This design comes from an exercise in tuning for small area, a short achievable clock period and few clock cycles per item on the open sky130 flow, not from production work.
Function was checked by simulation only, so behaviour that the tests miss may differ from the original.

==> design/flow/design.v <==
`default_nettype none
package pee_pkg;
	localparam int DEFAULT_STACK_DEPTH = 16;
	localparam int WORD_W = 32;
	localparam int SYM_W = 8;
	localparam logic [SYM_W-1:0] SYM_ZERO  = 8'h30;
	localparam logic [SYM_W-1:0] SYM_NINE  = 8'h39;
	localparam logic [SYM_W-1:0] SYM_PLUS  = 8'h2B;
	localparam logic [SYM_W-1:0] SYM_MINUS = 8'h2D;
	localparam logic [SYM_W-1:0] SYM_TIMES = 8'h2A;
	localparam logic [SYM_W-1:0] SYM_SLASH = 8'h2F;
	typedef enum logic [3:0] {
		ST_CLEAR,
		ST_IDLE,
		ST_POP2,
		ST_MUL,
		ST_DIVB,
		ST_DIV1,
		ST_DIV2,
		ST_DIVF,
		ST_EMITW
	} seq_state_t;
endpackage
`default_nettype wire
`default_nettype none
module postfix_expression_evaluator #(
	parameter int STACK_DEPTH = pee_pkg::DEFAULT_STACK_DEPTH
) (
	input  wire logic        clk,
	input  wire logic        arst_n,
	input  wire logic        s_axis_tvalid,
	output logic             s_axis_tready,
	input  wire logic [7:0]  s_axis_tdata,    
	input  wire logic        s_axis_tlast,    
	output logic             m_axis_tvalid,
	input  wire logic        m_axis_tready,
	output logic [31:0]      m_axis_tdata,    
	output logic [1:0]       m_axis_tuser     
);
	localparam int MEM_N = STACK_DEPTH - 2;
	localparam int DEPTH_W = $clog2(STACK_DEPTH + 1);
	localparam int IDX_W = $clog2(MEM_N);
	localparam int W = pee_pkg::WORD_W;
	pee_pkg::seq_state_t state_q, state_d;
	logic in_v, in_last, in_dig, in_add, in_sub, in_mul, in_div;
	logic [3:0] in_val;
	logic idle, take, acc_in;
	logic [W-1:0] t_q, n_q, w_q;
	logic [W-1:0] mem [MEM_N];
	logic [DEPTH_W-1:0] d_q;
	logic [4:0] cnt_q;
	logic prev_q, neg_q, cur_last_q, dz_q, ov_q;
	logic out_v_q, out_dz_q, out_ov_q;
	logic [W-1:0] out_val_q;
	assign idle = (state_q == pee_pkg::ST_IDLE);
	assign s_axis_tready = !in_v || idle;
	assign acc_in = s_axis_tvalid && s_axis_tready;
	assign take = in_v && idle;
	always_ff @(posedge clk or negedge arst_n) begin
		if (!arst_n) begin
			in_v <= 1'b0;
		end else if (acc_in) begin
			in_v <= 1'b1;
		end else if (take) begin
			in_v <= 1'b0;
		end
	end
	always_ff @(posedge clk) begin
		if (acc_in) begin
			in_last <= s_axis_tlast;
			in_dig <= (s_axis_tdata >= pee_pkg::SYM_ZERO) && (s_axis_tdata <= pee_pkg::SYM_NINE);
			in_add <= (s_axis_tdata == pee_pkg::SYM_PLUS);
			in_sub <= (s_axis_tdata == pee_pkg::SYM_MINUS);
			in_mul <= (s_axis_tdata == pee_pkg::SYM_TIMES);
			in_div <= (s_axis_tdata == pee_pkg::SYM_SLASH);
			in_val <= s_axis_tdata[3:0];
		end
	end
	logic [W-1:0] popv;
	logic [DEPTH_W-1:0] d_binop, d_pop;
	logic full, ge2, ge3;
	logic [IDX_W-1:0] rd_idx, wr_idx;
	assign full = (d_q == DEPTH_W'(STACK_DEPTH));
	assign ge2 = (d_q >= DEPTH_W'(2));
	assign ge3 = (d_q >= DEPTH_W'(3));
	assign rd_idx = IDX_W'(d_q - DEPTH_W'(3));
	assign wr_idx = IDX_W'(d_q - DEPTH_W'(2));
	assign popv = ge3 ? mem[rd_idx] : '1;
	assign d_binop = ge2 ? (d_q - DEPTH_W'(1)) : DEPTH_W'(1);
	assign d_pop = (d_q != '0) ? (d_q - DEPTH_W'(1)) : '0;
	localparam logic [1:0] X_ZERO = 2'd0, X_N = 2'd1, X_W = 2'd2;
	localparam logic [1:0] Y_ZERO = 2'd0, Y_T = 2'd1, Y_N = 2'd2, Y_N2 = 2'd3;
	logic [1:0] x_sel, y_sel;
	logic inv;
	logic [W-1:0] x_op, y_op, sum;
	logic cout;
	logic bp;
	logic [2:0] bd;
	logic [1:0] b_sel;
	logic b_neg, mul_done;
	assign bp = idle ? 1'b0 : prev_q;
	assign bd = {t_q[1], t_q[0], bp};
	always_comb begin
		case (bd)
			3'b001, 3'b010: begin b_sel = Y_N;    b_neg = 1'b0; end
			3'b011:         begin b_sel = Y_N2;   b_neg = 1'b0; end
			3'b100:         begin b_sel = Y_N2;   b_neg = 1'b1; end
			3'b101, 3'b110: begin b_sel = Y_N;    b_neg = 1'b1; end
			default:        begin b_sel = Y_ZERO; b_neg = 1'b0; end
		endcase
	end
	assign mul_done = (&t_q[W-1:1]) || !(|t_q[W-1:1]);
	always_comb begin
		x_sel = X_N;
		y_sel = Y_T;
		inv = 1'b0;
		case (state_q)
			pee_pkg::ST_IDLE: begin
				if (in_mul) begin
					x_sel = X_ZERO;
					y_sel = b_sel;
					inv = b_neg;
				end else if (in_div) begin
					x_sel = X_ZERO;
					y_sel = Y_N;
					inv = n_q[W-1];
				end else begin
					inv = in_sub;
				end
			end
			pee_pkg::ST_MUL: begin
				x_sel = X_W;
				y_sel = b_sel;
				inv = b_neg;
			end
			pee_pkg::ST_DIVB: begin
				x_sel = X_ZERO;
				y_sel = Y_T;
				inv = t_q[W-1];
			end
			pee_pkg::ST_DIV1: begin
				x_sel = X_W;
				y_sel = Y_N2;
				inv = 1'b1;
			end
			pee_pkg::ST_DIV2: begin
				x_sel = X_W;
				y_sel = Y_N;
				inv = 1'b1;
			end
			pee_pkg::ST_DIVF: begin
				x_sel = X_ZERO;
				y_sel = Y_T;
				inv = neg_q;
			end
			default: ;
		endcase
	end
	always_comb begin
		case (x_sel)
			X_N: x_op = n_q;
			X_W: x_op = w_q;
			default: x_op = '0;
		endcase
		case (y_sel)
			Y_T: y_op = t_q;
			Y_N: y_op = n_q;
			Y_N2: y_op = {n_q[W-2:0], 1'b0};
			default: y_op = '0;
		endcase
	end
	assign {cout, sum} = {1'b0, x_op} + {1'b0, y_op ^ {W{inv}}} + {{W{1'b0}}, inv};
	logic b_small, a_small, a_zero;
	logic [4:0] mb, ma, q5;
	logic [W-1:0] sdiv;
	assign b_small = (&n_q[W-1:4]) || !(|n_q[W-1:4]);
	assign a_small = (&t_q[W-1:4]) || !(|t_q[W-1:4]);
	assign a_zero = (t_q == '0);
	assign mb = n_q[4] ? (5'd0 - n_q[4:0]) : n_q[4:0];
	assign ma = t_q[4] ? (5'd0 - t_q[4:0]) : t_q[4:0];
	assign q5 = a_small ? (mb / ma) : 5'd0;
	assign sdiv = (n_q[W-1] ^ t_q[W-1]) ? (W'(0) - {{(W-5){1'b0}}, q5}) : {{(W-5){1'b0}}, q5};
	logic [W-1:0] t_d, n_d, w_d;
	logic [DEPTH_W-1:0] d_d;
	logic [4:0] cnt_d;
	logic prev_d, neg_d;
	logic wr_en, dz_set, ov_set, fin, last_now, emit_ok, emit, clear;
	assign emit_ok = !out_v_q || m_axis_tready;
	assign last_now = idle ? in_last : cur_last_q;
	always_comb begin
		state_d = state_q;
		t_d = t_q;
		n_d = n_q;
		w_d = w_q;
		d_d = d_q;
		cnt_d = cnt_q;
		prev_d = prev_q;
		neg_d = neg_q;
		wr_en = 1'b0;
		dz_set = 1'b0;
		ov_set = 1'b0;
		fin = 1'b0;
		case (state_q)
			pee_pkg::ST_CLEAR: begin
				state_d = pee_pkg::ST_IDLE;
			end
			pee_pkg::ST_IDLE: begin
				if (in_v) begin
					if (in_dig) begin
						if (full) begin
							ov_set = 1'b1;
						end else begin
							t_d = {{(W-4){1'b0}}, in_val};
							n_d = t_q;
							wr_en = ge2;
							d_d = d_q + DEPTH_W'(1);
						end
						fin = 1'b1;
					end else if (in_add || in_sub) begin
						t_d = sum;
						n_d = popv;
						d_d = d_binop;
						fin = 1'b1;
					end else if (in_mul) begin
						if (mul_done) begin
							t_d = sum;
							n_d = popv;
							d_d = d_binop;
							fin = 1'b1;
						end else begin
							w_d = sum;
							t_d = {{2{t_q[W-1]}}, t_q[W-1:2]};
							n_d = {n_q[W-3:0], 2'b00};
							prev_d = t_q[1];
							state_d = pee_pkg::ST_MUL;
						end
					end else if (in_div) begin
						if (a_zero) begin
							t_d = '0;
							dz_set = 1'b1;
							n_d = popv;
							d_d = d_binop;
							fin = 1'b1;
						end else if (b_small) begin
							t_d = sdiv;
							n_d = popv;
							d_d = d_binop;
							fin = 1'b1;
						end else begin
							w_d = sum;
							neg_d = t_q[W-1] ^ n_q[W-1];
							state_d = pee_pkg::ST_DIVB;
						end
					end else begin
						t_d = n_q;
						n_d = popv;
						d_d = d_pop;
						state_d = pee_pkg::ST_POP2;
					end
				end
			end
			pee_pkg::ST_POP2: begin
				t_d = n_q;
				n_d = popv;
				d_d = d_pop;
				fin = 1'b1;
			end
			pee_pkg::ST_MUL: begin
				if (mul_done) begin
					t_d = sum;
					n_d = popv;
					d_d = d_binop;
					fin = 1'b1;
				end else begin
					w_d = sum;
					t_d = {{2{t_q[W-1]}}, t_q[W-1:2]};
					n_d = {n_q[W-3:0], 2'b00};
					prev_d = t_q[1];
				end
			end
			pee_pkg::ST_DIVB: begin
				n_d = sum;
				t_d = '0;
				cnt_d = '0;
				state_d = pee_pkg::ST_DIV1;
			end
			pee_pkg::ST_DIV1: begin
				if (!n_q[W-1] && cout) begin
					n_d = {n_q[W-2:0], 1'b0};
					cnt_d = cnt_q + 5'd1;
				end else begin
					state_d = pee_pkg::ST_DIV2;
				end
			end
			pee_pkg::ST_DIV2: begin
				if (cout) begin
					w_d = sum;
				end
				t_d = {t_q[W-2:0], cout};
				n_d = {1'b0, n_q[W-1:1]};
				cnt_d = cnt_q - 5'd1;
				if (cnt_q == '0) begin
					state_d = pee_pkg::ST_DIVF;
				end
			end
			pee_pkg::ST_DIVF: begin
				t_d = sum;
				n_d = popv;
				d_d = d_binop;
				fin = 1'b1;
			end
			default: ;
		endcase
	end
	always_comb begin
		emit = 1'b0;
		clear = (state_q == pee_pkg::ST_CLEAR);
		if (fin) begin
			if (last_now && emit_ok) begin
				emit = 1'b1;
				clear = 1'b1;
			end
		end else if (state_q == pee_pkg::ST_EMITW && emit_ok) begin
			emit = 1'b1;
			clear = 1'b1;
		end
	end
	always_ff @(posedge clk or negedge arst_n) begin
		if (!arst_n) begin
			state_q <= pee_pkg::ST_CLEAR;
			d_q <= '0;
			dz_q <= 1'b0;
			ov_q <= 1'b0;
			out_v_q <= 1'b0;
		end else begin
			if (fin) begin
				state_q <= (last_now && !emit_ok) ? pee_pkg::ST_EMITW : pee_pkg::ST_IDLE;
			end else if (emit) begin
				state_q <= pee_pkg::ST_IDLE;
			end else begin
				state_q <= state_d;
			end
			if (clear) begin
				d_q <= '0;
				dz_q <= 1'b0;
				ov_q <= 1'b0;
			end else begin
				d_q <= d_d;
				dz_q <= dz_q | dz_set;
				ov_q <= ov_q | ov_set;
			end
			if (emit) begin
				out_v_q <= 1'b1;
			end else if (m_axis_tready) begin
				out_v_q <= 1'b0;
			end
		end
	end
	always_ff @(posedge clk) begin
		t_q <= clear ? '1 : t_d;
		n_q <= clear ? '1 : n_d;
		w_q <= w_d;
		cnt_q <= cnt_d;
		prev_q <= prev_d;
		neg_q <= neg_d;
		if (take) begin
			cur_last_q <= in_last;
		end
		if (wr_en) begin
			mem[wr_idx] <= n_q;
		end
		if (emit) begin
			out_val_q <= (state_q == pee_pkg::ST_EMITW) ? t_q : t_d;
			out_dz_q <= dz_q | dz_set;
			out_ov_q <= ov_q | ov_set;
		end
	end
	assign m_axis_tvalid = out_v_q;
	assign m_axis_tdata = out_val_q;
	assign m_axis_tuser = {out_ov_q, out_dz_q};
endmodule
`default_nettype wire
==> design/flow/config.mk <==
export PLATFORM = sky130hd
export DESIGN_NAME = postfix_expression_evaluator
export DESIGN_NICKNAME = postfix_expression_evaluator
export VERILOG_FILES = /design/flow/design.v
export SDC_FILE = /design/flow/constraint.sdc
export NUM_CORES = 4
export LEC_CHECK = 0
export CAP_MARGIN = 20
export CORE_MARGIN = 2
export CORE_UTILIZATION = 40
export SLEW_MARGIN = 20
==> design/flow/run.sh <==
#!/bin/bash
# synth_recipe.tcl (not shown) runs the flow's synth.tcl, then flattens the netlist and writes it again
# the make line also repeats each setting of config.mk as NAME=value (left out here)
make -C /OpenROAD-flow-scripts/flow DESIGN_CONFIG=/design/flow/config.mk WORK_HOME=/design/flow/orfs CLKGATE_MAP_FILE= SYNTH_SCRIPT=/design/flow/synth_recipe.tcl finish
==> design/flow/constraint.sdc <==
create_clock -name core_clock -period 10.0 [get_ports {clk}]
set_input_delay 2.0000 -clock core_clock [delete_from_list [all_inputs] [get_ports {clk}]]
set_output_delay 2.0000 -clock core_clock [all_outputs]
set_load 0.01 [all_outputs]
==> results_dict.tcl <==
set metrics [dict create \
    status "no timing/DRC/antenna violations" \
    r2r_setup_slack_ns 0.99 \
    cts_root_buf "clkbuf_16" \
    wl_um 122300 \
    grt_overflow_total 0 \
    relSlewSlack_pct 18.86 \
    finalSetupViolCount 0 \
    maxCapViolCount 0 \
    route.detailed.drc 0 \
    whs_ns 0.5101 \
    ys_seq_area_share_pct 51.56 \
    layout_commonest_cell "edfxtp_1" \
    holdPathEnd "cur_last_q$_DFFE_PP_" \
    finalCriticalPeriod_ns 9.006 \
    fin_util_pct 45.17 \
    dr_wl_met3_um 12560 \
    routed-via-count 27033 \
    drt_iter0_drc 3754 \
    final_nets 3019 \
    ys.flop_type "edfxtp_1" \
    hold_start "in_last$_DFFE_PP_" \
    required_ns 10.38 \
    critPathSlowestCell "a41o_1" \
    hold_viol_final 0 \
    slowest_delay_ns 0.59 \
    grt_antenna_before_repair 4 \
    area_growth_pct 12.43 \
    fmax_mhz 111.0 \
    synth_edf_count 532 \
    fin_cells 4137 \
    cts_tree "yes" \
    async_reset_ff_share_pct 2.135 \
    wl_met1_um 47480 \
    synth_fp_nets 3053 \
    gp_congestion 0.9897 \
    path_buf_inv 4 \
    cts.repair.resized 0 \
    grt_pass1_wl_um 179200 \
    io_buffers 48 \
    synth_cells 2974 \
    critical_path_arrival_ns 9.38 \
    synth_area_per_cell_um2 11.47 \
    startpoint "t_q[0]$_SDFF_PN1_" \
    rsz0062_at_grt "no" \
    synth-seq-cells 609 \
    cts_setup_buffers 0 \
    synth_area_mm2 0.03410 \
    crit_path_end_kind "flip-flop" \
    die_w_um 296.0 \
    cts.path.max_buffers 3 \
    min_path_type "reg -> reg" \
    start_util_pct 40.18 \
    dieArea_mm2 0.08760 \
    start_kind "flip-flop" \
    path_class "reg -> reg" \
    die_h_um 296.0 \
    grt_max_degree 62 \
    ys_warn_count 1 \
    path_delay_family "compound AO/OA/AOI/OAI gates" \
    worst_r2r_path_depth 34 \
    worstPathMaxFanout 12 \
    first_pass_iters 9 \
    grt_usage_pct 27.78 \
    mostFrequentLayoutCells "edfxtp_1, nor2_1, nand2_1, a21oi_1, o21ai_0" \
    dp_hpwl_um 76600 \
    crit_top_cell "o21ai_0" \
    drive_above_1_share_pct 16.32 \
    reg2reg_to "out_val_q[15]$_DFFE_PP_" \
    path_clk_slew_ns 0.06 \
    grt_pass1_vias 26311 \
    fillerInstances 7824 \
    final_antenna_net_count 0 \
    r2r_start "t_q[0]$_SDFF_PN1_" \
    yosysUniqueCellTypes 103 \
    routed.top_layer "met5" \
    boundaryPins 49 \
    cts_buffers 70 \
    min_period_over_period_pct 90.06 \
    cts_htree_levels 3 \
    tns_ns 0 \
    holdPathStages 0 \
    wl_met2_um 54790 \
    dp_cells 4006 \
    clk_latency_ns 0.65 \
    hold_buffers 0 \
    slew_viol_final 0 \
    tightestPinTransition_ns 1.209 \
    rows 107 \
    cts.sinks 609 \
    viasPerCell 6.534 \
    core-area_mm2 0.08488 \
    routedWlPerCell_um 29.57 \
    clock_skew_ns 0.03353 \
    crit_cells 34 \
]
==> state kept, by name, indices dropped and copies added (netlist names), 4 cells and up <==
signal,cells
w_q,32
cnt_q,5
out_val_q,32
d_q,5
t_q,32
mem,448
state_q,4
in_val,4
n_q,32
==> per-stage QoR <==
step	cell area, µm²	worst slack, ns
detailed placement	35960	0.7954
global placement	35950	1.033
finish	38340	0.9943
global route	38340	0.2788
CTS	38260	0.7702
floorplan	34100	1.956
==> final cells by class <==
type / count / area [µm²] / area share, %
Sequential cell: 609 / 17590 / 45.87
Multi-Input combinational cell: 2051 / 15500 / 40.43
Clock buffer: 85 / 1818 / 4.742
Tap cell: 1144 / 1431 / 3.733
Timing Repair Buffer: 157 / 1325 / 3.456
Clock inverter: 38 / 481.7 / 1.256
Inverter: 51 / 191.4 / 0.4993
Antenna cell: 2 / 5.005 / 0.01305
==> cell families (layout without fill, tap and decap cells) <==
logic type                 Yosys count  after routing  share of synthesized area [%]
AOI/OAI and AO/OA                  831            831                          16.41
xor gates and xnor gates            78             78                          2.003
adders and majority gates           66             66                          2.466
buffers and inverters              314            331                          3.838
DFF                                609            609                          51.56
muxes                              246            246                          12.06
other                                0              2                              0
and+or+nand+nor                    830            830                          11.66
==> synthesized netlist by cell type, types with 40 or more instances <==
library cell    n  area, µm²
a21oi_1       218       1091
a221o_1        49      490.5
a22oi_1        40      300.3
buf_2          44      220.2
clkbuf_1      190      713.2
dfxtp_1        64       1281
edfxtp_1      532      15980
ha_1           64      800.8
inv_1          47      176.4
mux2_2         40      450.4
mux2i_1        78      780.8
mux4_2        128       2883
nand2_1       228      855.8
nand3_1        61      305.3
nor2_1        254      953.4
nor3_1         43      215.2
o21ai_0       182      910.9
or2_2          41      256.5
xnor2_1        60      525.5
==> per-layer routing <==
metal / vias up / GRT usage, %
met5: - / 0
met4: 2 / 14.93
met3: 440 / 5.486
met2: 1815 / 43.14
met1: 13333 / 36.78
li1: 11443 / -
==> worst max-delay path by stage <==
| stage | to |
|---|---|
| floorplan | out_val_q[21]$_DFFE_PP_ |
| global route | out_val_q[15]$_DFFE_PP_ |
| CTS | t_q[5]$_SDFF_PN1_ |
| global placement | t_q[5]$_SDFF_PN1_ |
| finish | out_val_q[15]$_DFFE_PP_ |
| detailed placement | t_q[5]$_SDFF_PN1_ |
Testbench counts, summed over its fixed seeds: cycles 20,242, items 1,920.

static timing again, ports no longer ideal:
The results above use ideal ports. As a check the final layout listed here was re-extracted and re-timed, cells and wires unchanged. Step 1, drivers: a clkbuf_16 drives clk and a buf_2 each remaining input, both assumed. Step 2, shift: input delay + t, output delay - t, t = (earliest + latest rising clock arrival at the registers) / 2. This alone moves slack from input paths to output paths. Slacks: ideal / step 1 / step 2; pairs: ideal / step 1.
shift t [ns]: 0.695
setup slack, ns: 0.994 / 0.994 / 0.994
worst hold slack (ns): 0.510 / 0.510 / 0.510
latest minus earliest clock arrival (ns): 0.035 / 0.035
cell pins on the clock port's net: 1
After both steps setup and hold are still met in this run. The setup slack of this run moves by 0.000 ns with the drivers and by 0.000 ns with both steps.
